Context: an optimization exercise on an open-source flow, tuned for small area, a short achievable clock period and few clock cycles. The choices shown serve that exercise and are no tape-out recipe.
RTL that was checked went through simulation tests only; none was proved equivalent to the original.
The RTL of runs 1, 4 and 5 was laid out without a check of its function.
Power is estimated from default activity; no workload was simulated.

`design/flow/config.mk`:
```
export PLATFORM = sky130hd
export DESIGN_NAME = g2048_top
export DESIGN_NICKNAME = g2048_top
export VERILOG_FILES = /design/flow/design.v
export SDC_FILE = /design/flow/constraint.sdc
export NUM_CORES = 8
export LEC_CHECK = 0
export CAP_MARGIN = 20
export CORE_MARGIN = 2
export CORE_UTILIZATION = 40
export SLEW_MARGIN = 20
```
`design/flow/constraint.sdc`:
```
create_clock -name core_clock -period 30.0 [get_ports {clk}]
set_input_delay 6.0000 -clock core_clock [delete_from_list [all_inputs] [get_ports {clk}]]
set_output_delay 6.0000 -clock core_clock [all_outputs]
set_load 0.01 [all_outputs]
```
`design/flow/design.v`:
```
function automatic [3:0] board_index(input [1:0] dir, input integer k, input integer i);
	integer r;
	integer c;
	integer idx;
	begin
		case (dir)
			2'd0: begin
				r = k;
				c = i;
			end
			2'd1: begin
				r = k;
				c = 4 - 1 - i;
			end
			2'd2: begin
				r = i;
				c = k;
			end
			default: begin  
				r = 4 - 1 - i;
				c = k;
			end
		endcase
		idx = r * 4 + c;
		board_index = idx[3:0];
	end
endfunction
module line_merge (input [15:0] line_in, output logic [15:0] line_out, output logic changed);
	logic [3:0] a0,a1,a2,a3,p0,p1,p2,p3;
	logic z0,z1,z2,z3;
	logic e01,e12,e23,m0,m1,m2;
	logic [3:0] t0,t1,t2,t3;   
	logic w0,w1,w2;            
	function automatic [3:0] inc(input [3:0] x);
		inc = {x[3]^(x[2]&x[1]&x[0]), x[2]^(x[1]&x[0]), x[1]^x[0], ~x[0]};
	endfunction
	always_comb begin
		{a3,a2,a1,a0} = line_in;
		z0 = a0==0; z1 = a1==0; z2 = a2==0; z3 = a3==0;
		p0 = !z0 ? a0 : !z1 ? a1 : !z2 ? a2 : a3;
		case ({z0,z1})
			2'b00: p1 = a1;
			2'b01, 2'b10: p1 = !z2 ? a2 : a3;
			default: p1 = a3;  
		endcase
		if ({z0,z1} == 2'b11) p1 = (!z2) ? a3 : 4'd0;
		p2 = (!z0 && !z1 && !z2) ? a2 : ((z0 + z1 + z2) == 1 ? a3 : 4'd0);
		if ((z0 + z1 + z2) == 1 && z3) p2 = 0;
		p3 = (!z0 && !z1 && !z2) ? a3 : 4'd0;
		if (!(!z0 && !z1 && !z2 && !z3)) p3 = 0;
		e01 = p0 == p1 && p1 != 0;
		e12 = p1 == p2 && p2 != 0;
		e23 = p2 == p3 && p3 != 0;
		m0 = e01;
		m1 = !m0 && e12;
		m2 = !m1 && e23;
		if (m0) begin
			t0 = inc(p0); w0 = p0 == 15;
			t1 = m2 ? inc(p2) : p2; w1 = m2 && p2 == 15;
			t2 = m2 ? 4'd0 : p3; w2 = 0;
			t3 = 0;
		end else if (m1) begin
			t0 = p0; w0 = 0;
			t1 = inc(p1); w1 = p1 == 15;
			t2 = p3; w2 = 0;
			t3 = 0;
		end else begin
			t0 = p0; w0 = 0;
			t1 = p1; w1 = 0;
			t2 = m2 ? inc(p2) : p2; w2 = m2 && p2 == 15;
			t3 = m2 ? 4'd0 : p3;
		end
		line_out = {t3,t2,t1,t0};
		if (w0 && w1) line_out = {8'd0, t3, t2};
		else if (w0) line_out = {4'd0, t3, t2, t1};
		else if (w1) line_out = {4'd0, t3, t2, t0};
		else if (w2) line_out = {4'd0, t3, t1, t0};
		changed = (z0 && (!z1 || !z2 || !z3)) | (z1 && (!z2 || !z3)) | (z2 && !z3) | m0 | m1 | m2;
	end
endmodule
module g2048_top (
	input  logic        clk,
	input  logic        rst_n,
	input  logic        cyc,
	input  logic        stb,
	input  logic        we,
	input  logic [4:0]  adr,
	input  logic [31:0] dat_w,
	output logic [31:0] dat_r,
	output logic        ack
);
function automatic [3:0] board_index(input [1:0] dir, input integer k, input integer i);
	integer r;
	integer c;
	integer idx;
	begin
		case (dir)
			2'd0: begin
				r = k;
				c = i;
			end
			2'd1: begin
				r = k;
				c = 4 - 1 - i;
			end
			2'd2: begin
				r = i;
				c = k;
			end
			default: begin  
				r = 4 - 1 - i;
				c = k;
			end
		endcase
		idx = r * 4 + c;
		board_index = idx[3:0];
	end
endfunction
	logic [63:0] board;       
	logic [3:0]  lfsr;
	logic [3:0]  ph;          
	logic        pend;        
	logic [1:0]  dir;
	logic        chg;         
	logic [3:0]  rdat;
	logic        busy;
	logic        req;
	logic        wr_move;
	logic [15:0] wr_cell;     
	logic [3:0]  wr_dat;
	logic [15:0] line;        
	logic [15:0] merged;
	logic        changed;
	logic [63:0] shifted;
	logic [3:0]  lfsr_next;
	logic [15:0] put;
	logic [63:0] cur;         
	logic        win;
	logic        lose;
	logic [3:0]  rd_data;
	assign busy    = |ph;
	assign req     = cyc && stb && !ack && !busy;
	assign wr_move = req && we && (adr == 5'd16);
	always_comb begin
		for (int i = 0; i < 4; i++)
			line[4*i +: 4] = board[4*board_index(dir, 0, i) +: 4];
	end
	line_merge u_merge (
		.line_in  (line),
		.line_out (merged),
		.changed  (changed)
	);
	always_comb begin
		for (int r = 0; r < 4; r++)
			for (int c = 0; c < 4; c++)
				if (!dir[1]) begin
					if (r < 3)
						shifted[4*(4*r + c) +: 4] = board[4*(4*(r + 1) + c) +: 4];
					else if (dir[0])
						shifted[4*(4*r + c) +: 4] = merged[4*(3 - c) +: 4];
					else
						shifted[4*(4*r + c) +: 4] = merged[4*c +: 4];
				end else begin
					if (c < 3)
						shifted[4*(4*r + c) +: 4] = board[4*(4*r + c + 1) +: 4];
					else if (dir[0])
						shifted[4*(4*r + c) +: 4] = merged[4*(3 - r) +: 4];
					else
						shifted[4*(4*r + c) +: 4] = merged[4*r +: 4];
				end
	end
	assign lfsr_next = {lfsr[2:0], lfsr[3] ^ lfsr[2]};
	always_comb begin
		logic [15:0] empty;
		logic [15:0] upper;
		logic [15:0] pu;
		logic [15:0] pe;
		logic        any_upper;
		for (int j = 0; j < 16; j++) begin
			empty[j] = (board[4*j +: 4] == 4'd0);
			upper[j] = empty[j] && (j >= lfsr_next);
		end
		pu[0] = 1'b0;
		pe[0] = 1'b0;
		for (int j = 1; j < 16; j++) begin
			pu[j] = pu[j-1] | upper[j-1];
			pe[j] = pe[j-1] | empty[j-1];
		end
		any_upper = pu[15] | upper[15];
		for (int j = 0; j < 16; j++)
			put[j] = pend && chg && (any_upper ? (upper[j] && !pu[j]) : (empty[j] && !pe[j]));
		cur = board;
		for (int j = 0; j < 16; j++)
			cur[4*j] = board[4*j] | put[j];
	end
	always_comb begin
		logic full;
		logic pair;
		win  = 1'b0;
		full = 1'b1;
		pair = 1'b0;
		for (int q = 0; q < 16; q++) begin
			if (cur[4*q +: 4] == 4'd0) full = 1'b0;
			if (cur[4*q +: 4] == 11) win = 1'b1;
		end
		for (int r = 0; r < 4; r++)
			for (int c = 0; c < 3; c++)
				if (cur[4*(4*r + c) +: 4] == cur[4*(4*r + c + 1) +: 4]) pair = 1'b1;
		for (int r = 0; r < 3; r++)
			for (int c = 0; c < 4; c++)
				if (cur[4*(4*r + c) +: 4] == cur[4*(4*r + c + 4) +: 4]) pair = 1'b1;
		lose = full && !pair;
	end
	always_comb begin
		logic [3:0] rowv [4];
		logic [3:0] cellv;
		logic [3:0] stv;
		for (int r = 0; r < 4; r++)
			rowv[r] = adr[1] ? (adr[0] ? cur[4*(4*r + 3) +: 4] : cur[4*(4*r + 2) +: 4])
			                 : (adr[0] ? cur[4*(4*r + 1) +: 4] : cur[4*(4*r) +: 4]);
		cellv   = adr[3] ? (adr[2] ? rowv[3] : rowv[2]) : (adr[2] ? rowv[1] : rowv[0]);
		stv     = (adr[3:0] == 5'd17 - 5'd16) ? {1'b0, lose, win, busy} : 4'd0;
		rd_data = adr[4] ? stv : cellv;
	end
	always_comb begin
		for (int j = 0; j < 16; j++)
			wr_cell[j] = !rst_n || (req && we && (adr == j));
		wr_dat = rst_n ? dat_w[3:0] : 4'd0;
	end
	always_ff @(posedge clk) begin
		for (int j = 0; j < 16; j++)
			if (busy && rst_n)
				board[4*j +: 4] <= shifted[4*j +: 4];
			else if (wr_cell[j])
				board[4*j +: 4] <= wr_dat;
			else
				board[4*j +: 4] <= cur[4*j +: 4];
	end
	always_ff @(posedge clk) begin
		if (!rst_n) begin
			ack  <= 1'b0;
			ph   <= 4'd0;
			pend <= 1'b0;
			lfsr <= 4'b1001;
		end else begin
			ack  <= req;
			ph   <= {ph[2:0], wr_move};
			pend <= ph[3];
			if (pend && chg)
				lfsr <= lfsr_next;
		end
	end
	always_ff @(posedge clk) begin
		if (!busy)
			dir <= dat_w[1:0];
		chg  <= busy && ((!ph[0] && chg) || changed);
		rdat <= rd_data;
	end
	assign dat_r = {28'd0, rdat};
endmodule
```
`design/flow/flow/run.sh`:
```
#!/bin/bash
# Layout flow: the standard ORFS flow, with synthesis changed only in its
# technology mapping: no adder extraction (ADDER_MAP_FILE empty) and an
# area-oriented ABC script for the combinational logic. Registers, their
# names and cell types are as the standard synthesis makes them. The port
# buffers are buf_2 instead of the flow's pick.
set -euo pipefail
HERE=$(pwd)
FLOW_DIR=$HERE/flow

cat > $HERE/own_synth.tcl <<TCL
proc abc {args} {
  set i [lsearch -exact \$args -script]
  if { \$i >= 0 } { lset args [expr { \$i + 1 }] $FLOW_DIR/abc_area.script }
  yosys abc {*}\$args
}
source $HERE/synth_recipe.tcl
TCL

sed -e "s#SYNTH_SCRIPT=[^ ]*#SYNTH_SCRIPT=$HERE/own_synth.tcl ADDER_MAP_FILE= BUFFER_PORTS_ARGS='-buffer_cell sky130_fd_sc_hd__buf_2'#" standard.sh > $HERE/own_standard.sh
grep -q "own_synth.tcl" $HERE/own_standard.sh

bash $HERE/own_standard.sh finish > $HERE/make_finish.log 2>&1
```
`design/flow/flow/abc_area.script`:
```
strash
&get -n
&fraig -x
&put
scorr
dc2
dretime
strash
&get -n
&dch -f
&nf -R 1000
&put
```
`design/flow/standard.sh`:
```
#!/bin/bash
# synth_recipe.tcl (not shown) runs the flow's synth.tcl, then flattens the netlist and writes it again
# the make line also repeats each setting of config.mk as NAME=value (left out here)
make -C /OpenROAD-flow-scripts/flow DESIGN_CONFIG=/design/flow/config.mk WORK_HOME=/design/flow/orfs CLKGATE_MAP_FILE= SYNTH_SCRIPT=/design/flow/synth_recipe.tcl "${@:-finish}"
```
==> reports/results.ini, run 1 <==
[synth]
yosysUniqueCellTypes=55
synth-edff-count=50
syn_area_um2=7560
synthCells=981
async_reset_ff_share_pct=0
synth_ff_type=edfxtp_1
synth_seq_area_share_pct=28.1
synth_seq_cells=81
yosysWarningCount=3
avgSynthCellArea_um2=7.71

[placement]
dp_cells=1242
place_hpwl_um=20200
port_buffers=18
dp_worst_setup_slack_ns=21.85
place_congestion=1.09

[critical_path]
critPathMaxFanout=8
start_kind=primary input
arrival_ns=8.12
required_ns=30.26
reg2reg_from=dir[1]
end_kind=flip-flop
reg2reg_to=board[55]
path_class=in2reg
r2r_cells=25
r2r_setup_slack_ns=22.69

[timing]
period_needed_ns=7.86
tightestPinTransition_ns=1.20
fin_crit_sh_pct=26.2
max_freq_mhz=127
setup_viol=0
setup_tns_ns=0
slew_headroom_pct=19.9
finClkSkew_ns=0.0168
maxSlewViolCount=0
rsz0062_at_grt=no
hold_viol=0
timing.final.ws_setup_ns=22.14

[finish]
utilization_pct=44.0
area_delta_synth_final_pct=8.61
diodes=0
nFillCells=1918
drive_gt1_share_pct=4.59
final_cells=1258
finalNetCount=1061

[clock_network]
clockBufferDepth=2
cts_num_sinks=81
cts_buffers=9
clk_latency_ns=0.38
postCtsSetupBuffers=0
cts_htree_levels=3
cts_tree=yes
clk_pin_slew_worst_paths_ns=0.07
clockRootBuffer=clkbuf_16
cts_resized=0
ctsHoldBuffers=0

[route]
viasPerCell=6.60
remaining_drc_errors=0
wl_per_cell_um=23.3
first_iter_violations=1165
vias=8304
detail-route-antenna-nets=0
dr.pass1.iters=8
drt-total-wl_um=29300

[global_route]
grt_max_degree=50
first_global_vias=7628
antenna_found_initial=0
grt_pass1_wl_um=44800
grt-ovfl-total=0
grt_util_all_layers_pct=29.2

[job]
drv_cap=0

[die]
die_w_um=141
initial_core_util_pct=40.6
ios=75
rows=50
die_h_um=141
dieArea_um2=20000
core_um2=18600

[power_and_ir_drop]
ir_drop_v=0.0000281
leakage_nw=2.87
powerDensity_nw_per_um2=39.9

[worst_hold_path]
min_to=ph[2]
hp-start=ph[1]
holdPathStages=1
holdCritPathClass=reg2reg

[run_status]
status=timing/DRC/antenna clean

## registers in the layout, indices dropped and copies added, names as in the netlist
signal and count:
dir 2, chg 1, ph 4, pend 1, board 64, lfsr 4, ack 1, rdat 4
## final cells by class
cell class / count / area [µm²] / share of cell area [%]
multi-input combinational: 890 / 5310 / 64.6
clock buffer: 9 / 225 / 2.74
timing repair buffer: 28 / 165 / 2.01
tap: 234 / 293 / 3.57
inverter: 9 / 33.8 / 0.411
clock inverter: 7 / 65.1 / 0.792
sequential: 81 / 2120 / 25.8
## cells by family (layout without fill, tap and decap cells)
| group | Yosys count | after routing | share of synthesized area, % |
|---|---|---|---|
| mux | 36 | 36 | 4.77 |
| other cells | 1 | 28 | 0.0496 |
| flops | 81 | 81 | 28.1 |
| compound gates | 326 | 326 | 26.9 |
| buf+inv | 37 | 53 | 3.23 |
| xor+xnor | 102 | 102 | 11.8 |
| simple gates | 398 | 398 | 25.2 |
## metrics by stage
step	power (mW)	instance area (µm²)	hold WS, ns
CTS	0.325	8210	0.486
global placement	0.212	7920	0.462
global route	0.340	8210	0.530
detailed placement	0.213	7920	0.471
finish	0.328	8210	0.482
floorplan	0.190	7660	0.436
## layer usage
layer	part of all wire (%)	vias to the layer above	wire, µm	track usage, %
li1	-	3797	-	-
met1	42	3895	12200	40.4
met2	45	523	13200	45.8
met3	9.6	89	2810	4.62
met4	3.7	0	1100	11.7
met5	0	-	0	0
## where the power goes
part	leakage [nW]	internal [mW]	switching [mW]
Sequential	0.768	0.121	0.0104
Combinational	1.96	0.0281	0.0535
Clock	0.141	0.0585	0.0563
## cell usage after synthesis (all sizes together), types with 4 or more instances
library cell / n / share of area, %
and2: 12 / 0.99
mux2i: 36 / 4.8
xnor2: 38 / 4.4
o2111ai: 4 / 0.46
nor4: 40 / 3.3
nor2b: 10 / 0.83
o22ai: 71 / 5.9
nor2: 119 / 5.9
nand3b: 4 / 0.40
a21o: 6 / 0.60
a211oi: 6 / 0.60
nand4: 11 / 0.91
a31oi: 13 / 1.1
buf: 28 / 2.8
xor2: 64 / 7.4
clkinv: 9 / 0.45
or4: 8 / 0.79
dfxtp: 31 / 8.2
or3: 6 / 0.50
nand2b: 14 / 1.2
nand3: 29 / 1.9
o21ai: 83 / 5.5
a21oi: 69 / 4.6
a22oi: 29 / 2.9
edfxtp: 50 / 20
nand2: 107 / 5.3
or2: 11 / 0.91
nor3: 17 / 1.1
o221a: 5 / 0.74
o211ai: 5 / 0.50
## critical path, stage by stage
cell and delay [ns]:
buf_2 0.14, nor2_1 0.44, nand3_1 0.26, a21oi_1 0.16, o21ai_0 0.10, a21oi_1 0.15
nand4_1 0.14, nor4_1 0.28, nand4_1 0.17, o22ai_1 0.27
## how the worst max path moves through the flow
stage,depth (start not counted),to,startpoint
5_1_grt,25,board[55],dir[1]
6_report,10,rdat[2],adr[2]
3_3_place_gp,10,rdat[2],adr[2]
3_5_place_dp,10,rdat[2],adr[2]
4_1_cts,10,rdat[2],adr[2]
2_1_floorplan,23,board[13],dir[1]
## placed cells by master, fill, tap and decap left out, types with 12 or more instances in the layout
| master | count |
|---|---|
| a21oi_1 | 69 |
| a22oi_1 | 29 |
| a31oi_1 | 13 |
| and2_0 | 12 |
| buf_2 | 18 |
| conb_1 | 28 |
| dfxtp_1 | 31 |
| edfxtp_1 | 50 |
| mux2i_1 | 36 |
| nand2_1 | 107 |
| nand2b_1 | 13 |
| nand3_1 | 29 |
| nor2_1 | 119 |
| nor3_1 | 17 |
| nor4_1 | 39 |
| o21ai_0 | 83 |
| o22ai_1 | 71 |
| xnor2_1 | 38 |
| xor2_1 | 64 |
==> run 2, diff against run 1 <==
--- a/design/flow/design.v
+++ b/design/flow/design.v
@@ -124,4 +124,7 @@
 	logic        chg;         
 	logic [3:0]  rdat;
+	logic        rst_q;       
+	logic        wr_pend;     
+	logic [3:0]  wr_adr;      
 	logic        busy;
 	logic        req;
@@ -140,5 +143,5 @@
 	logic [3:0]  rd_data;
 	assign busy    = |ph;
-	assign req     = cyc && stb && !ack && !busy;
+	assign req     = cyc && stb && !ack && !busy && !rst_q;
 	assign wr_move = req && we && (adr == 5'd16);
 	always_comb begin
@@ -225,24 +228,31 @@
 	always_comb begin
 		for (int j = 0; j < 16; j++)
-			wr_cell[j] = !rst_n || (req && we && (adr == j));
-		wr_dat = rst_n ? dat_w[3:0] : 4'd0;
-	end
-	always_ff @(posedge clk) begin
-		for (int j = 0; j < 16; j++)
-			if (busy && rst_n)
+			wr_cell[j] = rst_q || (wr_pend && (wr_adr == j));
+		wr_dat = rst_q ? 4'd0 : dat_w[3:0];
+	end
+	always_ff @(posedge clk) begin
+		for (int j = 0; j < 16; j++)
+			if (wr_cell[j])
+				board[4*j +: 4] <= wr_dat;
+			else if (busy)
 				board[4*j +: 4] <= shifted[4*j +: 4];
-			else if (wr_cell[j])
-				board[4*j +: 4] <= wr_dat;
 			else
 				board[4*j +: 4] <= cur[4*j +: 4];
 	end
 	always_ff @(posedge clk) begin
-		if (!rst_n) begin
-			ack  <= 1'b0;
+		if (!rst_n)
+			ack <= 1'b0;
+		else
+			ack <= req;
+		rst_q   <= !rst_n;
+		wr_pend <= rst_n && req && we && !adr[4];
+		wr_adr  <= adr[3:0];
+	end
+	always_ff @(posedge clk) begin
+		if (rst_q) begin
 			ph   <= 4'd0;
 			pend <= 1'b0;
 			lfsr <= 4'b1001;
 		end else begin
-			ack  <= req;
 			ph   <= {ph[2:0], wr_move};
 			pend <= ph[3];
==> reports/results.ini, run 2 <==
[finish]
nFillCells=2010  ; +4.8%
top_register=board
largest_reg_flops=64  ; unchanged
diodes=0  ; unchanged
design_area_um2=8690  ; +5.8%
final_cell_mix=nand2_1 (124), nor2_1 (102), o21ai_0 (83)
area_delta_synth_final_pct=9.36
finalNetCount=1085  ; +2.3%
final_common_cell=nand2_1
drive_gt1_share_pct=5.34  ; +0.75 points

[route]
first_iter_violations=1079  ; -7.4%
wl_per_cell_um=22.4  ; -3.9%
vias=8444  ; +1.7%
remaining_drc_errors=0  ; unchanged
viasPerCell=6.43  ; -2.6%
drt-total-wl_um=29400  ; +0.29%
dr.pass1.iters=5  ; -3
detail-route-antenna-nets=0  ; unchanged

[synth]
synth_ff_type=edfxtp_1
synth_commonest_cells=nand2_1 (124), nor2_1 (102), o21ai_0 (83)
yosysWarningCount=3  ; unchanged
ys_top_cells_by_area=edfxtp_1 (19%), dfxtp_1 (9.3%), nand2_1 (5.9%), xor2_1 (5.7%), xnor2_1 (5.4%)
syn_area_um2=7940  ; +5.1%
synth_seq_cells=87  ; +7.4%
yosysUniqueCellTypes=54  ; -1.8%
synth_most_common_cell=nand2_1
synth_top_area_share_pct=18.9  ; -0.96 points
synthCells=1002  ; +2.1%
avgSynthCellArea_um2=7.93  ; +2.9%
yosys.area.top_type=edfxtp_1
async_reset_ff_share_pct=0  ; unchanged
synth_seq_area_share_pct=28.2  ; +0.16 points
synth-edff-count=50  ; unchanged

[clock_network]
clk_pin_slew_worst_paths_ns=0.08  ; about the same
cts_htree_levels=3  ; unchanged
clk_latency_ns=0.37  ; about the same
cts_resized=0  ; unchanged
cts_buffers=9  ; unchanged
ctsHoldBuffers=0  ; unchanged
postCtsSetupBuffers=0  ; unchanged
cts_num_sinks=87  ; +7.4%
cts_tree=yes
clockRootBuffer=clkbuf_16
clockBufferDepth=2  ; unchanged

[power_and_ir_drop]
combPwrFrac_pct=25.0  ; about the same
p_int_mw=0.224  ; +7.8%
power_frac_clock_pct=34.6  ; -0.4 points
ir_drop_v=0.0000273  ; -2.6%
leakage_nw=3.02  ; +5.0%
powerDensity_nw_per_um2=39.9  ; about the same
pwr-share-seq_pct=40.4  ; +0.3 points
switching_share_pct=35.5  ; -1.2 points
switching_power_mw=0.123  ; +2.3%

[placement]
place_hpwl_um=21000  ; +4.2%
port_buffers=18  ; unchanged
placed_area_um2=8360  ; +5.5%
place_congestion=0.991  ; -8.9%

[timing]
maxSlewViolCount=0  ; unchanged
period_needed_ns=8.94  ; +1.09 ns
tightestPinTransition_ns=1.04  ; -0.166 ns
fin_crit_sh_pct=29.8  ; +3.6 points
setup_viol=0  ; unchanged
hold_viol=0  ; unchanged
max_freq_mhz=112  ; -12%
setup_tns_ns=0  ; unchanged
slew_headroom_pct=31.0  ; +11 points
rsz0062_at_grt=no
fin_hold_ws_ns=0.463  ; -0.0186 ns
finClkSkew_ns=0.0116  ; -0.00526 ns

[die]
core_um2=19500  ; +4.4%
dieArea_um2=21000  ; +4.9%
ios=75  ; unchanged
initial_core_util_pct=40.8  ; +0.26 points
rows=51  ; +2.0%
die_w_um=145  ; +2.4%
die_h_um=145  ; +2.4%

[critical_path]
critPathMaxFanout=31  ; +23
required_ns=30.22  ; -0.04 ns
r2r_cells=21  ; -16%
path_class=in2reg
arrival_ns=9.16  ; +1.04 ns
end_kind=flip-flop
start_kind=primary input

[worst_hold_path]
holdPathStages=1  ; unchanged
holdCritPathClass=reg2reg

[global_route]
first_global_vias=7670  ; +0.55%
grt_pass1_wl_um=45100  ; +0.59%
antenna_found_initial=0  ; unchanged
grt-ovfl-total=0  ; unchanged
grt_util_all_layers_pct=27.3  ; -1.9 points
grt_max_degree=54  ; +8.0%

[run_status]
status=timing/DRC/antenna clean

[job]
drv_cap=0  ; unchanged

[run 2: changes by cell type after synthesis, sizes merged, moves of 9 or more]
cell | previous run | this run
o22ai | 71 | 37
o32ai | 1 | 32
a22oi | 29 | 5
nand2 | 107 | 124
nor2 | 119 | 102
a21oi | 69 | 56
nand2b | 14 | 26
xor2 | 64 | 52
clkinv | 9 | 20
nand3 | 29 | 18
o211ai | 5 | 16
xnor2 | 38 | 49
nor4 | 40 | 31
[run 2: layout make-up]
cell class | instances | area (µm²) | area share, %
multi-input cells | 894 | 5530 | 63.7
flip-flops and latches | 87 | 2240 | 25.8
well taps | 265 | 332 | 3.82
clock buffers | 10 | 250 | 2.88
repair buffers | 31 | 188 | 2.16
inverters | 20 | 75.1 | 0.864
clock inverters | 6 | 70.1 | 0.807
[run 2: metrics by stage]
stage               total power [mW]  cells  worst slack [ns]  utilization [%]
global route                   0.361   1313             20.58             44.6
global placement               0.226   1297             20.74             43.0
detailed placement             0.226   1297             20.77             43.0
floorplan                      0.201   1029             20.63                -
CTS                            0.345   1313             21.01             44.6
finish                         0.347   1313             21.06             44.6
[run 2: critical path, cell delays in order]
cell and delay, ns:
buf_2 0.50, nor2b_1 0.52, nand3_1 0.25, nor4b_1 0.33, o211ai_1 0.13, nor4_1 0.26, nand4_1 0.17, or4_1 0.52
o32ai_1 0.46
[run 2: cells by family (layout without fill, tap and decap cells)]
logic type | after synthesis | after routing | synth area share, %
xor+xnor | 101 | 101 | 11.1
flops | 87 | 87 | 28.2
simple gates | 422 | 422 | 26.0
buf+inv | 48 | 67 | 3.59
compound gates | 300 | 300 | 24.4
mux | 43 | 43 | 6.58
other cells | 1 | 28 | 0.0472
[run 2: metal layers]
| metal | part of all wire [%] | vias to the layer above | track usage [%] |
|---|---|---|---|
| met3 | 9.8 | 64 | 4.91 |
| li1 | - | 3882 | - |
| met1 | 43 | 4015 | 38.5 |
| met4 | 3.3 | 0 | 9.75 |
| met5 | 0 | - | 0 |
| met2 | 44 | 483 | 41.9 |
[run 2: power by group through the flow]
stage	Combinational [mW]	Sequential [mW]	Clock (mW)
4_1_cts	0.0843	0.140	0.121
6_report	0.0865	0.140	0.120
3_3_place_gp	0.0834	0.142	0
2_1_floorplan	0.0614	0.140	0
3_5_place_dp	0.0839	0.142	0
5_1_grt	0.0949	0.140	0.126
[run 2: path summary, 6_finish.rpt]
kind              slack [ns]    from         to
setup / recovery       21.06  adr[0]    rdat[2]
hold / removal          0.46   ph[3]       pend
setup reg to reg       21.11  dir[1]  board[55]
hold reg to reg         0.46   ph[3]       pend
Testbench counts of run 2, summed over its fixed seeds: cycles 70,728.
==> run 3, diff against run 2 <==
--- a/design/flow/flow/run.sh
+++ b/design/flow/flow/run.sh
@@ -9,12 +9,22 @@
 FLOW_DIR=$HERE/flow
 
-cat > $HERE/own_synth.tcl <<TCL
+# The read mux (from the address inputs to the read data register) is mapped
+# on its own for depth first, as the address arrives late in the cycle; the
+# rest of the logic is mapped for area.
+cat > $HERE/own_synth.tcl <<'TCL'
 proc abc {args} {
-  set i [lsearch -exact \$args -script]
-  if { \$i >= 0 } { lset args [expr { \$i + 1 }] $FLOW_DIR/abc_area.script }
-  yosys abc {*}\$args
+  set i [lsearch -exact $args -script]
+  set stop ":-sky130_fd_sc_hd__dfxtp_1:-sky130_fd_sc_hd__edfxtp_1"
+  yosys select -set rdmux i:adr %co*$stop c:rdat* %ci1 %ci*$stop %i {t:$_*} %i
+  yosys tee -q -o $::env(OWN_FLOW_DIR)/../rdmux_cells.txt select -list @rdmux
+  set fast $args
+  lset fast [expr { $i + 1 }] $::env(OWN_FLOW_DIR)/abc_fast.script
+  yosys abc {*}$fast @rdmux
+  lset args [expr { $i + 1 }] $::env(OWN_FLOW_DIR)/abc_area.script
+  yosys abc {*}$args
 }
-source $HERE/synth_recipe.tcl
 TCL
+echo "source $HERE/synth_recipe.tcl" >> $HERE/own_synth.tcl
+export OWN_FLOW_DIR=$FLOW_DIR
 
 sed -e "s#SYNTH_SCRIPT=[^ ]*#SYNTH_SCRIPT=$HERE/own_synth.tcl ADDER_MAP_FILE= BUFFER_PORTS_ARGS='-buffer_cell sky130_fd_sc_hd__buf_2'#" standard.sh > $HERE/own_standard.sh
==> design/flow/flow/abc_fast.script (new file) <==
strash
&get -n
&fraig -x
&put
scorr
dc2
strash
&get -n
&dch -f
&if -g -K 6
&synch2
&nf
&put
==> reports/results.ini, run 3 <==
[run_status]
status=timing/DRC/antenna clean

[global_route]
grt-ovfl-total=0  ; unchanged
grt_util_all_layers_pct=27.1  ; -0.25 points
grt_max_degree=74  ; +37%
first_global_vias=7734  ; +0.83%
grt_pass1_wl_um=44700  ; -0.86%
antenna_found_initial=0  ; unchanged

[synth]
synth-edff-count=50  ; unchanged
synthSimpleGateAreaFrac_pct=24.6  ; -1.4 points
synth_top_area_share_pct=18.8  ; -0.065 points
ys_top_cells_by_area=edfxtp_1 (19%), dfxtp_1 (9.3%), xnor2_1 (7.9%), mux2i_1 (4.9%), nand2_1 (4.9%)
synthXorXnorAreaFrac_pct=10.3  ; -0.81 points
synth_top_family_by_area=simple AND/OR/NAND/NOR gates
synth_commonest_cells=nand2_1 (103), nor2_1 (83), xnor2_1 (72)
synth-compound-area-share_pct=23.8  ; -0.59 points
synth_most_common_cell=nand2_1
yosysWarningCount=3  ; unchanged
synth_seq_cells=87  ; unchanged
yosysUniqueCellTypes=56  ; +3.7%
avgSynthCellArea_um2=8.14  ; +2.7%
synth_seq_area_share_pct=28.1  ; -0.097 points
synth_ff_type=edfxtp_1
async_reset_ff_share_pct=0  ; unchanged
synthCells=979  ; -2.3%
synthMuxAreaShare_pct=8.71  ; +2.1 points
synth_adder_area_share_pct=0  ; unchanged
syn_area_um2=7970  ; +0.35%
yosys.area.top_type=edfxtp_1

[finish]
area_delta_synth_final_pct=8.62
diodes=0  ; unchanged
largest_reg_flops=64  ; unchanged
final_common_cell=nand2_1
final_cell_mix=nand2_1 (103), nor2_1 (83), xnor2_1 (72)
drive_gt1_share_pct=5.38  ; +0.038 points
finalNetCount=1059  ; -2.4%
top_register=board

[critical_path]
cp_slowest_cell=mux4_2
critPathMaxFanout=22  ; -29%
crit_buf_inv=1  ; unchanged
start_kind=primary input
cp_top_family=multiplexers
end_kind=flip-flop
max_stage_delay_ns=0.59  ; +0.07 ns
crit_chain=buf_2 > mux4_2 > nor2b_1 > a211oi_1 > a211oi_1
path_class=in2reg
required_ns=30.21  ; about the same
cp_common_cell=a211oi_1
arrival_ns=7.63  ; -1.53 ns

[clock_network]
postCtsSetupBuffers=0  ; unchanged
cts_tree=yes
clockBufferDepth=2  ; unchanged
clk_pin_slew_worst_paths_ns=0.07  ; about the same
ctsHoldBuffers=0  ; unchanged
cts_resized=0  ; unchanged
clk_latency_ns=0.36  ; about the same
cts_htree_levels=3  ; unchanged
cts_num_sinks=87  ; unchanged
clockRootBuffer=clkbuf_16
cts_buffers=9  ; unchanged

[job]
drv_cap=0  ; unchanged

[timing]
finClkSkew_ns=0.0117  ; +0.0000775 ns
hold_viol=0  ; unchanged
fin_crit_sh_pct=24.7  ; -5.1 points
tightestPinTransition_ns=1.20  ; +0.161 ns
max_freq_mhz=135  ; +21%
rsz0062_at_grt=no
timing.final.ws_setup_ns=22.58  ; +1.53 ns
period_needed_ns=7.42  ; -1.53 ns
maxSlewViolCount=0  ; unchanged
setup_viol=0  ; unchanged
slew_headroom_pct=19.6  ; -11 points
setup_tns_ns=0  ; unchanged

[die]
die_w_um=145  ; +0.17%
dieArea_um2=21100  ; +0.33%
core_um2=19500  ; +0.33%
initial_core_util_pct=40.8  ; about the same
ios=75  ; unchanged
rows=51  ; unchanged
die_h_um=145  ; +0.17%

[power_and_ir_drop]
switching_power_mw=0.120  ; -2.7%
combPwrFrac_pct=25.2  ; +0.2 points
power_frac_clock_pct=34.5  ; about the same
p_int_mw=0.226  ; +1.1%
ir_drop_v=0.0000376  ; +38%
pwr-share-seq_pct=40.3  ; about the same
switching_share_pct=34.6  ; -0.86 points
powerDensity_nw_per_um2=39.9  ; about the same
leakage_nw=2.86  ; -5.1%

[worst_hold_path]
holdCritPathClass=reg2reg

[route]
detail-route-antenna-nets=0  ; unchanged
viasPerCell=6.46  ; +0.49%
drt-total-wl_um=28900  ; -1.7%
dr.pass1.iters=5  ; unchanged
wl_per_cell_um=22.5  ; +0.29%
remaining_drc_errors=0  ; unchanged
vias=8317  ; -1.5%
first_iter_violations=984  ; -8.8%

[placement]
port_buffers=18  ; unchanged
dp_worst_setup_slack_ns=22.24  ; +1.47 ns
place_hpwl_um=20300  ; -3.4%
place_congestion=0.933  ; -5.9%

run 3: cell count changes after synthesis, sizes merged, moves of 9 or more:
cell    change
xnor2      +23
nor2       -19
o21ai      -16
nand2      -21
clkinv     +17
o22ai       +9
xor2       -30
run 3: power by group through the flow:
stage	clock network [mW]	registers (mW)	logic (mW)
2_1_floorplan	0	0.140	0.0629
3_3_place_gp	0	0.142	0.0842
3_5_place_dp	0	0.142	0.0851
4_1_cts	0.119	0.139	0.0855
5_1_grt	0.123	0.140	0.0953
6_report	0.119	0.140	0.0871
run 3: routing by layer:
metal / part of all wire, % / track usage (%) / vias up
met3: 11 / 6.45 / 93
met4: 4.2 / 11.6 / 0
met5: 0 / 0 / -
li1: - / - / 3811
met2: 44 / 41.3 / 500
met1: 41 / 36.7 / 3913
run 3: layout make-up:
class,count,area [µm²]
Clock buffer,9,225
Clock inverter,7,76.3
Fill cell,1986,10900
Inverter,37,139
Multi-Input combinational cell,854,5480
Sequential cell,87,2240
Tap cell,265,332
Timing Repair Buffer,28,163
run 3: worst paths after layout:
| kind | startpoint | endpoint | slack [ns] | cells past startpoint |
|---|---|---|---|---|
| min reg2reg | ack | ph[0] | 0.45 | 1 |
| min | ack | ph[0] | 0.45 | 1 |
| max reg2reg | dir[1] | board[53] | 22.92 | 22 |
| max | adr[0] | rdat[3] | 22.58 | 5 |
run 3: logic make-up after synthesis:
family          count (synthesis)
xor+xnor                       94
other cells                     1
buf+inv                        65
compound gates                291
mux                            54
flops                          87
simple gates                  387
run 3: stage by stage:
| step | instance area, µm² | instances | hold slack (ns) | utilization (%) | power (mW) |
|---|---|---|---|---|---|
| 2_1_floorplan | 8070 | 1006 | 0.429 | - | 0.203 |
| 3_3_place_gp | 8350 | 1270 | 0.442 | 42.8 | 0.226 |
| 3_5_place_dp | 8350 | 1270 | 0.447 | 42.8 | 0.227 |
| 4_1_cts | 8650 | 1286 | 0.456 | 44.3 | 0.344 |
| 5_1_grt | 8660 | 1287 | 0.480 | 44.3 | 0.358 |
| 6_report | 8660 | 1287 | 0.454 | 44.3 | 0.346 |
==> run 4, diff against run 3 <==
--- a/design/flow/design.v
+++ b/design/flow/design.v
@@ -233,8 +233,8 @@
 	always_ff @(posedge clk) begin
 		for (int j = 0; j < 16; j++)
-			if (wr_cell[j])
+			if (busy && !rst_q)
+				board[4*j +: 4] <= shifted[4*j +: 4];
+			else if (wr_cell[j])
 				board[4*j +: 4] <= wr_dat;
-			else if (busy)
-				board[4*j +: 4] <= shifted[4*j +: 4];
 			else
 				board[4*j +: 4] <= cur[4*j +: 4];
--- a/design/flow/flow/run.sh
+++ b/design/flow/flow/run.sh
@@ -4,5 +4,5 @@
 # area-oriented ABC script for the combinational logic. Registers, their
 # names and cell types are as the standard synthesis makes them. The port
-# buffers are buf_2 instead of the flow's pick.
+# buffers are buf_4 instead of the flow's pick.
 set -euo pipefail
 HERE=$(pwd)
@@ -28,5 +28,5 @@
 export OWN_FLOW_DIR=$FLOW_DIR
 
-sed -e "s#SYNTH_SCRIPT=[^ ]*#SYNTH_SCRIPT=$HERE/own_synth.tcl ADDER_MAP_FILE= BUFFER_PORTS_ARGS='-buffer_cell sky130_fd_sc_hd__buf_2'#" standard.sh > $HERE/own_standard.sh
+sed -e "s#SYNTH_SCRIPT=[^ ]*#SYNTH_SCRIPT=$HERE/own_synth.tcl ADDER_MAP_FILE= BUFFER_PORTS_ARGS='-buffer_cell sky130_fd_sc_hd__buf_4'#" standard.sh > $HERE/own_standard.sh
 grep -q "own_synth.tcl" $HERE/own_standard.sh
 
==> reports/results.ini, run 4 <==
[global_route]
first_global_vias=7684  ; -0.65%
antenna_found_initial=0  ; unchanged
grt_max_degree=62  ; -16%
grt_pass1_wl_um=45500  ; +1.9%
grt_util_all_layers_pct=29.0  ; +1.9 points
grt-ovfl-total=0  ; unchanged

[critical_path]
critPathMaxFanout=35  ; +59%
r2r_setup_slack_ns=22.46  ; -0.46 ns
arrival_ns=7.63  ; about the same
reg2reg_from=dir[1]
start_kind=flip-flop
required_ns=30.08  ; -0.13 ns
r2r_cells=24  ; +9.1%
crit_start=dir[1]
reg2reg_to=board[29]
path_class=reg2reg
end_kind=flip-flop

[power_and_ir_drop]
fin_total_pwr_mw=0.338  ; -2.4%
switching_share_pct=34.3  ; -0.32 points
pwr-share-seq_pct=41.2  ; +0.9 points
p_int_mw=0.222  ; -1.9%
leakage_nw=3.09  ; +8.0%
power_frac_clock_pct=33.1  ; -1.4 points
ir_drop_v=0.0000241  ; -36%
powerDensity_nw_per_um2=38.7  ; -3.1%
switching_power_mw=0.116  ; -3.3%
combPwrFrac_pct=25.7  ; +0.5 points

[route]
drt-total-wl_um=29700  ; +2.8%
wl_per_cell_um=22.4  ; -0.15%
first_iter_violations=1009  ; +2.5%
remaining_drc_errors=0  ; unchanged
detail-route-antenna-nets=0  ; unchanged
viasPerCell=6.35  ; -1.7%
dr.pass1.iters=5  ; unchanged
vias=8415  ; +1.2%

[clock_network]
clk_latency_ns=0.36  ; about the same
clk_pin_slew_worst_paths_ns=0.07  ; about the same
postCtsSetupBuffers=0  ; unchanged
clockRootBuffer=clkbuf_16
cts_htree_levels=3  ; unchanged
cts_resized=0  ; unchanged
cts_num_sinks=87  ; unchanged
clockBufferDepth=2  ; unchanged
ctsHoldBuffers=0  ; unchanged
cts_tree=yes
cts_buffers=9  ; unchanged

[job]
drv_cap=0  ; unchanged

[worst_hold_path]
min_to=ph[2]
holdCritPathClass=reg2reg
holdPathStages=1  ; unchanged
hp-start=ph[1]

[synth]
yosysWarningCount=3  ; unchanged
synth-edff-count=50  ; unchanged
avgSynthCellArea_um2=7.87  ; -3.3%
async_reset_ff_share_pct=0  ; unchanged
syn_area_um2=7930  ; -0.57%
synth_seq_cells=87  ; unchanged
synth_commonest_cells=nand2_1 (126), nor2_1 (114), o22ai_1 (68)
synth_most_common_cell=nand2_1
synth_ff_type=edfxtp_1
synth_top_area_share_pct=18.9  ; +0.11 points
ys_top_cells_by_area=edfxtp_1 (19%), dfxtp_1 (9.3%), nand2_1 (6.0%), xnor2_1 (6.0%), xor2_1 (5.5%)
yosysUniqueCellTypes=54  ; -3.6%
synthCells=1007  ; +2.9%
yosys.area.top_type=edfxtp_1
synth_seq_area_share_pct=28.3  ; +0.16 points

[placement]
port_buffers=18  ; unchanged
dp_worst_setup_slack_ns=22.38  ; +0.140 ns
dp_cells=1309  ; +3.1%
place_congestion=0.992  ; +6.4%
place_hpwl_um=21000  ; +3.4%

[die]
core_um2=19500  ; -0.33%
die_w_um=145  ; -0.28%
ios=75  ; unchanged
rows=51  ; unchanged
initial_core_util_pct=40.7  ; -0.098 points
die_h_um=145  ; -0.28%
dieArea_um2=21000  ; -0.55%

[timing]
max_freq_mhz=133  ; -1.7%
setup_viol=0  ; unchanged
fin_crit_sh_pct=25.1  ; +0.43 points
setup_tns_ns=0  ; unchanged
period_needed_ns=7.54  ; +0.128 ns
rsz0062_at_grt=no
slew_headroom_pct=33.1  ; +14 points
hold_viol=0  ; unchanged
timing.final.ws_setup_ns=22.46  ; -0.128 ns
maxSlewViolCount=0  ; unchanged
tightestPinTransition_ns=1.00  ; -0.191 ns
finClkSkew_ns=0.0112  ; -0.000434 ns

[finish]
diodes=0  ; unchanged
area_delta_synth_final_pct=10.1
top_register=board
nFillCells=1974  ; -0.60%
final_cell_mix=nand2_1 (126), nor2_1 (113), o22ai_1 (68)
largest_reg_flops=64  ; unchanged
drive_gt1_share_pct=6.23  ; +0.84 points
finalNetCount=1097  ; +3.6%
final_cells=1325  ; +3.0%
final_common_cell=nand2_1

[run_status]
status=timing/DRC/antenna clean

run 4: cell count changes in the layout (fill, tap and decap cells not counted), sizes merged, moves of 18 or more:
cell / previous run / this run
nand2: 103 / 126
xor2: 22 / 50
o22ai: 46 / 68
xnor2: 72 / 54
o32ai: 35 / 1
nor2: 83 / 114
run 4: cell families (layout without fill, tap and decap cells):
group                  after synthesis  in the layout  synth area share [%]
AND/OR/NAND/NOR                    442            442                  27.1
multiplexers                        53             53                  8.64
flip-flops                          87             87                  28.3
buffers and inverters               55             81                  3.93
AO/OA/AOI/OAI                      265            265                  20.5
XOR/XNOR                           104            104                  11.5
other                                1             28                0.0473
run 4: worst max path at each step:
stage,endpoint
CTS,board[46]
global placement,board[28]
detailed placement,board[29]
global route,board[29]
finish,board[29]
floorplan,board[29]
run 4: cell type report:
class | instances | area (µm²) | share of cell area, %
well taps | 265 | 332 | 3.80
multi-input cells | 892 | 5480 | 62.9
inverters | 27 | 101 | 1.16
clock buffers | 13 | 262 | 3.00
flip-flops and latches | 87 | 2240 | 25.7
clock inverters | 3 | 18.8 | 0.215
repair buffers | 38 | 285 | 3.27
run 4: power by group through the flow:
stage          sequential, mW  clock, mW  combinational (mW)
2_1_floorplan           0.140          0              0.0606
3_3_place_gp            0.141          0              0.0841
3_5_place_dp            0.141          0              0.0846
4_1_cts                 0.138      0.112              0.0848
5_1_grt                 0.139      0.117              0.0955
6_report                0.139      0.112              0.0867
run 4: metrics by stage:
| stage | cell area [µm²] | util [%] | hold slack (ns) |
|---|---|---|---|
| after floorplan | 8030 | - | 0.438 |
| after global placement | 8440 | 43.4 | 0.461 |
| after detailed placement | 8440 | 43.4 | 0.467 |
| after CTS | 8720 | 44.8 | 0.479 |
| after global routing | 8720 | 44.8 | 0.506 |
| final | 8720 | 44.8 | 0.476 |
run 4: layer usage:
| metal | wire, µm | global-route usage [%] |
|---|---|---|
| met5 | 0 | 0 |
| met4 | 1270 | 12.9 |
| met3 | 3040 | 5.53 |
| met2 | 12900 | 44.2 |
| met1 | 12500 | 39.8 |
run 4: worst max-delay path, cell delays in order (launching register included):
cell	delay [ns]
edfxtp_1	0.51
clkinv_1	0.09
buf_4	0.36
nand2_1	0.33
o22ai_1	0.25
nor2_1	0.11
nor4_1	0.66
and2_0	0.35
nor2_1	0.12
a222oi_1	0.79
xnor2_1	0.13
nor4_1	0.46
a21boi_1	0.69
nor2b_1	0.16
nand2b_1	0.29
or2_0	0.30
nor3_1	0.27
a21oi_1	0.15
o21ai_0	0.48
or2_0	0.20
nand2_1	0.06
o21ai_0	0.19
nand2_1	0.10
o211ai_1	0.11
o21ai_0	0.11
==> run 5, diff against run 4 <==
--- a/design/flow/config.mk
+++ b/design/flow/config.mk
@@ -9,3 +9,4 @@
 export CORE_MARGIN = 2
 export CORE_UTILIZATION = 40
+export CTS_BUF_LIST = sky130_fd_sc_hd__clkbuf_4 sky130_fd_sc_hd__clkbuf_8
 export SLEW_MARGIN = 20
==> reports/results.ini, run 5 <==
[critical_path]
crit_path_end=board[29]
end_kind=flip-flop
arrival_ns=7.67  ; +0.04 ns
crit_start=dir[1]
critPathMaxFanout=35  ; unchanged
r2r_setup_slack_ns=22.45  ; about the same
reg2reg_to=board[29]
r2r_cells=24  ; unchanged
required_ns=30.11  ; +0.03 ns
start_kind=flip-flop
reg2reg_from=dir[1]
path_class=reg2reg

[clock_network]
cts_resized=0  ; unchanged
clk_pin_slew_worst_paths_ns=0.09  ; +0.02 ns
cts_htree_levels=3  ; unchanged
ctsHoldBuffers=0  ; unchanged
cts_tree=yes
cts_num_sinks=87  ; unchanged
clk_latency_ns=0.39  ; +0.03 ns
postCtsSetupBuffers=0  ; unchanged
clockRootBuffer=clkbuf_8
cts_buffers=9  ; unchanged
clockBufferDepth=2  ; unchanged

[die]
ios=75  ; unchanged
dieArea_um2=21000  ; unchanged
die_w_um=145  ; unchanged
rows=51  ; unchanged
initial_core_util_pct=40.7  ; unchanged
die_h_um=145  ; unchanged
core_um2=19500  ; unchanged

[global_route]
grtUsageMet2_pct=44.1  ; -0.099 points
first_global_vias=7703  ; +0.25%
grt_pass1_wl_um=45500  ; about the same
met1_usage_pct=39.8  ; about the same
busiest_layer=met2
grt-ovfl-total=0  ; unchanged
antenna_found_initial=0  ; unchanged
grtUsageMet3_pct=5.46  ; -0.066 points
grt_util_all_layers_pct=29.0  ; about the same
grt_max_degree=62  ; unchanged

[synth]
synth_seq_cells=87  ; unchanged
synth_most_common_cell=nand2_1
syn_area_um2=7930  ; unchanged
ys_top_cells_by_area=edfxtp_1 (19%), dfxtp_1 (9.3%), nand2_1 (6.0%), xnor2_1 (6.0%), xor2_1 (5.5%)
yosys.area.top_type=edfxtp_1
async_reset_ff_share_pct=0  ; unchanged
avgSynthCellArea_um2=7.87  ; unchanged
synth_ff_type=edfxtp_1
synth-edff-count=50  ; unchanged
synth_seq_area_share_pct=28.3  ; unchanged
synth_commonest_cells=nand2_1 (126), nor2_1 (114), o22ai_1 (68)
synthCells=1007  ; unchanged
yosysWarningCount=3  ; unchanged
synth_top_area_share_pct=18.9  ; unchanged
yosysUniqueCellTypes=54  ; unchanged

[run_status]
status=timing/DRC/antenna clean

[finish]
diodes=0  ; unchanged
final_cell_mix=nand2_1 (126), nor2_1 (113), o22ai_1 (68)
area_delta_synth_final_pct=9.01
top_register=board
drive_gt1_share_pct=6.51  ; +0.28 points
finalNetCount=1097  ; unchanged
utilization_pct=44.4  ; -0.44 points
final_common_cell=nand2_1
nFillCells=1977  ; +0.15%
largest_reg_flops=64  ; unchanged

[route]
remaining_drc_errors=0  ; unchanged
drt-total-wl_um=29700  ; about the same
first_iter_violations=1126  ; +12%
detail-route-antenna-nets=0  ; unchanged
wl_per_cell_um=22.4  ; about the same
viasPerCell=6.34  ; -0.17%
vias=8401  ; -0.17%
dr.pass1.iters=6  ; +1

[power_and_ir_drop]
ir_drop_v=0.0000181  ; -25%
powerDensity_nw_per_um2=36.3  ; -6.2%
leakage_nw=3.05  ; -1.1%

[timing]
setup_tns_ns=0  ; unchanged
rsz0062_at_grt=no
period_needed_ns=7.55  ; +0.00950 ns
max_freq_mhz=132  ; -0.13%
hold_viol=0  ; unchanged
maxSlewViolCount=0  ; unchanged
setup_viol=0  ; unchanged
tightestPinTransition_ns=1.01  ; +0.00664 ns
timing.final.ws_setup_ns=22.45  ; -0.00950 ns
finClkSkew_ns=0.0127  ; +0.00148 ns
fin_crit_sh_pct=25.2  ; +0.032 points
slew_headroom_pct=32.6  ; -0.44 points

[placement]
place_congestion=0.992  ; unchanged
dp_worst_setup_slack_ns=22.38  ; unchanged
place_hpwl_um=21000  ; unchanged
port_buffers=18  ; unchanged

[worst_hold_path]
holdCritPathClass=reg2reg
holdPathStages=1  ; unchanged

[job]
drv_cap=0  ; unchanged

## run 5: cell counts after synthesis
Identical to the previous run, type by type.
## run 5: cell type report
| type | instances | area, µm² | area share, % |
|---|---|---|---|
| Multi-Input combinational cell | 892 | 5480 | 63.5 |
| Sequential cell | 87 | 2240 | 26.0 |
| Clock buffer | 12 | 146 | 1.69 |
| Tap cell | 265 | 332 | 3.84 |
| Timing Repair Buffer | 38 | 285 | 3.30 |
| Inverter | 27 | 101 | 1.17 |
| Clock inverter | 4 | 48.8 | 0.565 |
## run 5: per-layer routing
metal	share of wire, %	vias to the layer above	wire [µm]
met5	0	-	0
met3	10	78	2990
li1	-	3855	-
met4	4.5	0	1330
met1	42	3931	12500
met2	43	537	12900
## run 5: power breakdown
part           internal, mW  switching (mW)
logic                0.0312          0.0556
clock network        0.0413          0.0466
registers             0.129         0.00962
## run 5: per-stage QoR
| step | hold slack, ns | total power [mW] | instances | area, µm² |
|---|---|---|---|---|
| global placement | 0.461 | 0.225 | 1309 | 8440 |
| global route | 0.510 | 0.328 | 1325 | 8640 |
| floorplan | 0.438 | 0.200 | 1034 | 8030 |
| CTS | 0.483 | 0.311 | 1325 | 8640 |
| finish | 0.480 | 0.314 | 1325 | 8640 |
| detailed placement | 0.467 | 0.226 | 1309 | 8440 |
## run 5: critical path, cell delays in order, from the launching register on
cell and delay (ns):
edfxtp_1 0.53, clkinv_1 0.09, buf_4 0.35, nand2_1 0.33, o22ai_1 0.25, nor2_1 0.11
nor4_1 0.65, and2_0 0.35, nor2_1 0.12, a222oi_1 0.79, xnor2_1 0.13, nor4_1 0.46
a21boi_1 0.68, nor2b_1 0.16, nand2b_1 0.29, or2_0 0.30, nor3_1 0.26, a21oi_1 0.15
o21ai_0 0.48, or2_0 0.20, nand2_1 0.06, o21ai_0 0.19, nand2_1 0.10, o211ai_1 0.11
o21ai_0 0.11
## run 5: cells by family after synthesis
logic type,share of synthesized area (%)
AOI/OAI and AO/OA,20.5
buffers and inverters,3.93
xor gates and xnor gates,11.5
other,0.0473
muxes,8.64
and+or+nand+nor,27.1
DFF,28.3
## run 5: worst min path at each step
stage	from	end
after floorplan	ph[1]	ph[2]
after global placement	ph[2]	ph[3]
after detailed placement	ph[1]	ph[2]
after CTS	ph[1]	ph[2]
after global routing	ph[2]	ph[3]
final	ph[1]	ph[2]
==> run 6, diff against run 5 <==
--- a/design/flow/design.v
+++ b/design/flow/design.v
@@ -233,8 +233,8 @@
 	always_ff @(posedge clk) begin
 		for (int j = 0; j < 16; j++)
-			if (busy && !rst_q)
+			if (wr_cell[j])
+				board[4*j +: 4] <= wr_dat;
+			else if (busy)
 				board[4*j +: 4] <= shifted[4*j +: 4];
-			else if (wr_cell[j])
-				board[4*j +: 4] <= wr_dat;
 			else
 				board[4*j +: 4] <= cur[4*j +: 4];
--- a/design/flow/flow/run.sh
+++ b/design/flow/flow/run.sh
@@ -2,5 +2,5 @@
 # Layout flow: the standard ORFS flow, with synthesis changed only in its
 # technology mapping: no adder extraction (ADDER_MAP_FILE empty) and an
-# area-oriented ABC script for the combinational logic. Registers, their
+# area-oriented ABC script for the combinational logic, then ABC gate sizing. Registers, their
 # names and cell types are as the standard synthesis makes them. The port
 # buffers are buf_4 instead of the flow's pick.
==> design/flow/flow/abc_area.script (replaced) <==
strash
&get -n
&fraig -x
&put
scorr
dc2
dretime
strash
&get -n
&dch -f
&nf -R 1000
&put
topo
stime -c
upsize -c
dnsize -c
==> reports/results.ini, run 6 <==
[run_status]
status=timing/DRC/antenna clean

[synth]
synth_adder_area_share_pct=0  ; unchanged
yosysWarningCount=3  ; unchanged
yosysUniqueCellTypes=78  ; +44%
synth_ff_type=edfxtp_1
avgSynthCellArea_um2=8.34  ; +6.0%
synthSimpleGateAreaFrac_pct=25.4  ; -1.7 points
synth_commonest_cells=nand2_1 (96), nor2_1 (80), xnor2_1 (72)
syn_area_um2=8170  ; +3.0%
synth_seq_area_share_pct=27.5  ; -0.83 points
synthXorXnorAreaFrac_pct=10.1  ; -1.4 points
synth-edff-count=50  ; unchanged
synth_seq_cells=87  ; unchanged
yosys.area.top_type=edfxtp_1
synthMuxAreaShare_pct=8.55  ; -0.086 points
synth_top_area_share_pct=18.4  ; -0.56 points
synth_top_family_by_area=simple AND/OR/NAND/NOR gates
ys_top_cells_by_area=edfxtp_1 (18%), dfxtp_1 (9.1%), xnor2_1 (7.7%), mux2i_1 (4.8%), nand2_1 (4.4%)
synth-compound-area-share_pct=23.9  ; +3.4 points
async_reset_ff_share_pct=0  ; unchanged
synth_most_common_cell=nand2_1
synthCells=979  ; -2.8%

[global_route]
first_global_vias=7722  ; +0.25%
grt_max_degree=53  ; -15%
grt_util_all_layers_pct=27.2  ; -1.7 points
grt-ovfl-total=0  ; unchanged
antenna_found_initial=0  ; unchanged
grt_pass1_wl_um=45400  ; -0.21%

[critical_path]
required_ns=30.27  ; +0.16 ns
path_class=in2reg
critPathMaxFanout=22  ; -37%
end_kind=flip-flop
arrival_ns=7.44  ; -0.23 ns
cp_common_cell=a211oi_1
start_kind=primary input
crit_chain=buf_4 > mux4_2 > nor2b_1 > a211oi_1 > a211oi_1
cp_slowest_cell=mux4_2
max_stage_delay_ns=0.56  ; -0.23 ns
r2r_cells=25  ; +4.2%

[finish]
largest_reg_flops=64  ; unchanged
utilization_pct=43.8  ; -0.55 points
final_cells=1296  ; -2.2%
final_common_cell=nand2_1
drive_gt1_share_pct=8.87  ; +2.4 points
final_cell_mix=nand2_1 (96), nor2_1 (80), xnor2_1 (72)
diodes=0  ; unchanged
area_delta_synth_final_pct=7.95
finalNetCount=1063  ; -3.1%
design_area_um2=8810  ; +2.0%
nFillCells=2090  ; +5.7%
top_register=board

[timing]
period_needed_ns=7.16  ; -0.389 ns
maxSlewViolCount=0  ; unchanged
finClkSkew_ns=0.0162  ; +0.00352 ns
slew_headroom_pct=20.1  ; -13 points
setup_tns_ns=0  ; unchanged
hold_viol=0  ; unchanged
fin_crit_sh_pct=23.9  ; -1.3 points
timing.final.ws_setup_ns=22.84  ; +0.389 ns
rsz0062_at_grt=no
tightestPinTransition_ns=1.20  ; +0.188 ns
fin_hold_ws_ns=0.464  ; -0.0165 ns
max_freq_mhz=140  ; +5.4%
setup_viol=0  ; unchanged

[power_and_ir_drop]
ir_drop_v=0.0000233  ; +29%
leakage_nw=2.94  ; -3.8%
fin_total_pwr_mw=0.320  ; +2.0%
powerDensity_nw_per_um2=36.3  ; about the same

[clock_network]
ctsHoldBuffers=0  ; unchanged
postCtsSetupBuffers=0  ; unchanged
clockBufferDepth=2  ; unchanged
clk_latency_ns=0.40  ; about the same
cts_resized=0  ; unchanged
cts_tree=yes
clockRootBuffer=clkbuf_8
cts_htree_levels=3  ; unchanged
cts_buffers=9  ; unchanged
clk_pin_slew_worst_paths_ns=0.10  ; about the same
cts_num_sinks=87  ; unchanged

[route]
vias=8419  ; +0.21%
viasPerCell=6.50  ; +2.5%
dr.pass1.iters=5  ; -1
first_iter_violations=1072  ; -4.8%
detail-route-antenna-nets=0  ; unchanged
remaining_drc_errors=0  ; unchanged
drt-total-wl_um=29700  ; -0.16%
wl_per_cell_um=22.9  ; +2.1%

[die]
rows=52  ; +2.0%
ios=75  ; unchanged
die_w_um=147  ; +1.5%
die_h_um=147  ; +1.5%
dieArea_um2=21600  ; +3.0%
core_um2=20100  ; +3.3%
initial_core_util_pct=40.6  ; -0.11 points

[job]
drv_cap=0  ; unchanged

[worst_hold_path]
holdCritPathClass=reg2reg
holdPathStages=1  ; unchanged

[placement]
place_congestion=0.972  ; -2.0%
port_buffers=18  ; unchanged
place_hpwl_um=20900  ; -0.64%
dp_worst_setup_slack_ns=22.42  ; +0.0397 ns
placed_area_um2=8620  ; +2.1%
dp_cells=1278  ; -2.4%

run 6: layout make-up:
class / count / area (µm²) / area share [%]
flip-flops and latches: 87 / 2240 / 25.4
clock buffers: 9 / 124 / 1.41
well taps: 270 / 338 / 3.83
clock inverters: 7 / 61.3 / 0.696
inverters: 37 / 165 / 1.87
multi-input cells: 854 / 5650 / 64.1
repair buffers: 32 / 235 / 2.67
run 6: logic make-up after synthesis:
family	count (synthesis)
buf+inv	65
flops	87
other cells	1
mux	54
simple gates	387
compound gates	291
xor+xnor	94
run 6: where the power goes:
group | internal, mW | switching (mW)
Clock | 0.0321 | 0.0534
Combinational | 0.0357 | 0.0590
Sequential | 0.129 | 0.0103
run 6: metal layers:
| metal | GRT usage (%) | part of all wire (%) | up-vias |
|---|---|---|---|
| met1 | 38.4 | 42 | 4011 |
| met4 | 9.47 | 3.0 | 0 |
| li1 | - | - | 3831 |
| met5 | 0 | 0 | - |
| met3 | 5.96 | 11 | 66 |
| met2 | 41.2 | 44 | 511 |
run 6: worst paths after layout:
path                                 to  slack, ns    start
worst max register to register  rdat[2]      23.90  lfsr[2]
worst min register to register    ph[0]       0.46      ack
worst min-delay path              ph[0]       0.46      ack
worst max-delay path            rdat[3]      22.84   adr[0]
run 6: worst max-delay path: cells and delay by family:
kind	cells	cell delay, ns
muxes	1	0.56
and+or+nand+nor	1	0.14
buffers and inverters	1	0.33
AOI/OAI and AO/OA	2	0.39
Testbench counts of run 6, summed over its fixed seeds: cycles 70,728.
==> run 7, diff against run 6 <==
--- a/design/flow/flow/run.sh
+++ b/design/flow/flow/run.sh
@@ -4,5 +4,6 @@
 # area-oriented ABC script for the combinational logic, then ABC gate sizing. Registers, their
 # names and cell types are as the standard synthesis makes them. The port
-# buffers are buf_4 instead of the flow's pick.
+# buffers are buf_4 instead of the flow's pick. One tie cell drives all the
+# constant outputs.
 set -euo pipefail
 HERE=$(pwd)
@@ -28,5 +29,5 @@
 export OWN_FLOW_DIR=$FLOW_DIR
 
-sed -e "s#SYNTH_SCRIPT=[^ ]*#SYNTH_SCRIPT=$HERE/own_synth.tcl ADDER_MAP_FILE= BUFFER_PORTS_ARGS='-buffer_cell sky130_fd_sc_hd__buf_4'#" standard.sh > $HERE/own_standard.sh
+sed -e "s#SYNTH_SCRIPT=[^ ]*#SYNTH_SCRIPT=$HERE/own_synth.tcl ADDER_MAP_FILE= SKIP_REPAIR_TIE_FANOUT=1 SYNTH_INSBUF=0 BUFFER_PORTS_ARGS='-buffer_cell sky130_fd_sc_hd__buf_4'#" standard.sh > $HERE/own_standard.sh
 grep -q "own_synth.tcl" $HERE/own_standard.sh
 
==> reports/results.ini, run 7 <==
[critical_path]
reg2reg_from=lfsr[2]
reg2reg_to=rdat[2]
worst-path-stages=4  ; -1
start_kind=primary input
crit_start=adr[0]
crit_path_end=rdat[1]
crit_chain=buf_4 > mux4_2 > a211oi_1 > a31oi_1
r2r_cells=24  ; -4.0%
r2r_setup_slack_ns=23.63  ; -0.27 ns
crit_buf_inv=1  ; unchanged
cp_slowest_cell=mux4_2
required_ns=30.25  ; -0.02 ns
arrival_ns=7.40  ; -0.04 ns
cp_top_family=multiplexers
critPathMaxFanout=22  ; unchanged
path_class=in2reg
end_kind=flip-flop
max_stage_delay_ns=0.60  ; +0.04 ns

[clock_network]
postCtsSetupBuffers=0  ; unchanged
cts_buffers=9  ; unchanged
clk_latency_ns=0.41  ; about the same
ctsHoldBuffers=0  ; unchanged
cts_resized=0  ; unchanged
clockBufferDepth=2  ; unchanged
cts_num_sinks=87  ; unchanged
cts_tree=yes
cts_htree_levels=3  ; unchanged
clk_pin_slew_worst_paths_ns=0.09  ; about the same
clockRootBuffer=clkbuf_8

[route]
detail-route-antenna-nets=0  ; unchanged
viasPerCell=6.64  ; +2.2%
drt-total-wl_um=29700  ; about the same
wl_per_cell_um=23.5  ; +2.5%
first_iter_violations=1010  ; -5.8%
dr.pass1.iters=5  ; unchanged
vias=8393  ; -0.31%
remaining_drc_errors=0  ; unchanged

[placement]
port_buffers=18  ; unchanged
placed_area_um2=8530  ; -1.1%
place_congestion=0.931  ; -4.2%
place_hpwl_um=20900  ; about the same
dp_cells=1248  ; -2.3%

[power_and_ir_drop]
power_frac_clock_pct=25.8  ; -0.9 points
fin_total_pwr_mw=0.316  ; -1.2%
switching_share_pct=38.0  ; -0.41 points
p_int_mw=0.196  ; -0.51%
switching_power_mw=0.120  ; -2.2%
ir_drop_v=0.0000265  ; +14%
leakage_nw=2.85  ; -3.1%
pwr-share-seq_pct=44.4  ; +0.8 points
powerDensity_nw_per_um2=36.3  ; about the same
combPwrFrac_pct=29.8  ; +0.2 points

[timing]
maxSlewViolCount=0  ; unchanged
tightestPinTransition_ns=1.15  ; -0.0468 ns
finClkSkew_ns=0.0251  ; +0.00884 ns
period_needed_ns=7.15  ; -0.0137 ns
rsz0062_at_grt=no
slew_headroom_pct=23.2  ; +3.1 points
setup_viol=0  ; unchanged
fin_crit_sh_pct=23.8  ; -0.046 points
setup_tns_ns=0  ; unchanged
hold_viol=0  ; unchanged
max_freq_mhz=140  ; +0.19%
fin_hold_ws_ns=0.463  ; -0.000326 ns

[die]
die_h_um=145  ; -1.3%
dieArea_um2=21000  ; -2.5%
core_um2=19500  ; -3.2%
initial_core_util_pct=40.9  ; +0.26 points
ios=75  ; unchanged
rows=51  ; -1.9%
die_w_um=145  ; -1.3%

[job]
drv_cap=0  ; unchanged

[synth]
synth_top_area_share_pct=18.9  ; +0.49 points
ys_top_cells_by_area=edfxtp_1 (19%), dfxtp_1 (9.3%), xnor2_1 (7.9%), mux2i_1 (4.9%), nand2_1 (4.5%)
yosysWarningCount=3  ; unchanged
synthCells=951  ; -2.9%
synth_commonest_cells=nand2_1 (96), nor2_1 (80), xnor2_1 (72)
synth_seq_area_share_pct=28.2  ; +0.73 points
synth-edff-count=50  ; unchanged
avgSynthCellArea_um2=8.37  ; +0.29%
yosys.area.top_type=edfxtp_1
async_reset_ff_share_pct=0  ; unchanged
yosysUniqueCellTypes=77  ; -1.3%
synth_ff_type=edfxtp_1
synth_most_common_cell=nand2_1
syn_area_um2=7960  ; -2.6%
synth_seq_cells=87  ; unchanged

[run_status]
status=timing/DRC/antenna clean

[finish]
top_register=board
nFillCells=1994  ; -4.6%
final_cells=1264  ; -2.5%
finalNetCount=1036  ; -2.5%
design_area_um2=8710  ; -1.2%
drive_gt1_share_pct=9.21  ; +0.34 points
area_delta_synth_final_pct=9.50
sequential_cell_area_um2=2240  ; unchanged
final_cell_mix=nand2_1 (96), nor2_1 (80), xnor2_1 (72)
largest_reg_flops=64  ; unchanged
final_common_cell=nand2_1
multi_input_area_um2=5550  ; -1.7%
diodes=0  ; unchanged

[global_route]
first_global_vias=7699  ; -0.30%
grt_max_degree=62  ; +17%
grt-ovfl-total=0  ; unchanged
antenna_found_initial=0  ; unchanged
grt_pass1_wl_um=45500  ; +0.24%
grt_util_all_layers_pct=27.7  ; +0.45 points

[worst_hold_path]
holdCritPathClass=reg2reg

run 7: cell count changes after synthesis, sizes merged:
| cell | previous run | this run |
|---|---|---|
| buf | 28 | 0 |
run 7: cell type report:
cell class                 instances  area share (%)
inverter                          37            1.90
clock inverter                     7           0.618
timing repair buffer              32            2.76
clock buffer                       9            1.42
sequential                        87            25.7
multi-input combinational        827            63.8
tap                              265            3.81
run 7: worst min path at each step:
stage,cells after the start,start,slack [ns],end
after floorplan,1,ph[1],0.43,ph[2]
after global placement,1,ph[3],0.44,pend
after detailed placement,1,ph[3],0.45,pend
after CTS,1,ph[3],0.46,pend
after global routing,1,ph[3],0.48,pend
final,1,ph[3],0.46,pend
run 7: per-layer routing:
layer	up-vias	GRT usage [%]	part of all wire (%)
li1	3804	-	-
met1	4023	38.4	41
met2	489	42.2	44
met3	77	5.50	10
met4	0	11.1	3.6
met5	-	0	0
run 7: logic make-up (layout without fill, tap and decap cells):
group / count (synthesis) / in the layout / share of synthesized area (%)
simple gates: 387 / 387 / 26.0
compound gates: 291 / 291 / 24.5
xor+xnor: 94 / 94 / 10.3
flops: 87 / 87 / 28.2
mux: 54 / 54 / 8.78
buf+inv: 37 / 85 / 2.08
other cells: 1 / 1 / 0.0471
run 7: power by group through the flow:
stage	clock (mW)	sequential, mW	combinational (mW)
final	0.0816	0.140	0.0941
after global placement	0	0.143	0.0915
after CTS	0.0819	0.140	0.0927
after floorplan	0	0.140	0.0663
after global routing	0.0855	0.141	0.102
after detailed placement	0	0.143	0.0924
run 7: metrics by stage:
step / setup WS, ns / util [%]
detailed placement: 22.46 / 43.8
global route: 22.82 / 44.8
finish: 22.85 / 44.8
floorplan: 23.02 / -
CTS: 22.88 / 44.7
global placement: 22.47 / 43.8

re-timing with driven ports:
Ports are ideal in the flow. The routed layouts listed here were re-timed in OpenROAD.
Step 1 sets driving cells, clkbuf_16 on the clock port and buf_2 on the other inputs (assumed; they add their load-dependent delay and slew).
Step 2 moves the port delays by t, midway between the first and last clock arrival at a register: inputs arrive t later, outputs are due t later. That takes back most of the time a late clock gives input paths.
a / b / c = ideal ports / drivers / drivers and shift; a / b = the first two.
run	t (ns)	setup slack, ns	latest minus earliest clock arrival (ns)	worst data-port slew with drivers (ns)
run 1	0.414	22.141 / 22.161 / 21.747	0.017 / 0.017	0.03
run 2	0.410	21.055 / 21.074 / 20.664	0.012 / 0.012	0.03
run 3	0.401	22.584 / 22.600 / 22.200	0.012 / 0.011	0.03
run 4	0.402	22.456 / 22.456 / 22.409	0.012 / 0.011	0.04
run 5	0.426	22.446 / 22.446 / 22.389	0.013 / 0.013	0.04
run 6	0.435	22.836 / 22.844 / 22.409	0.016 / 0.016	0.03
run 7	0.433	22.849 / 22.861 / 22.427	0.025 / 0.025	0.03
After both steps setup and hold are still met in every run listed. The setup slack of run 6, which loses most, moves by +0.008 ns with the drivers and by -0.427 ns with both steps.
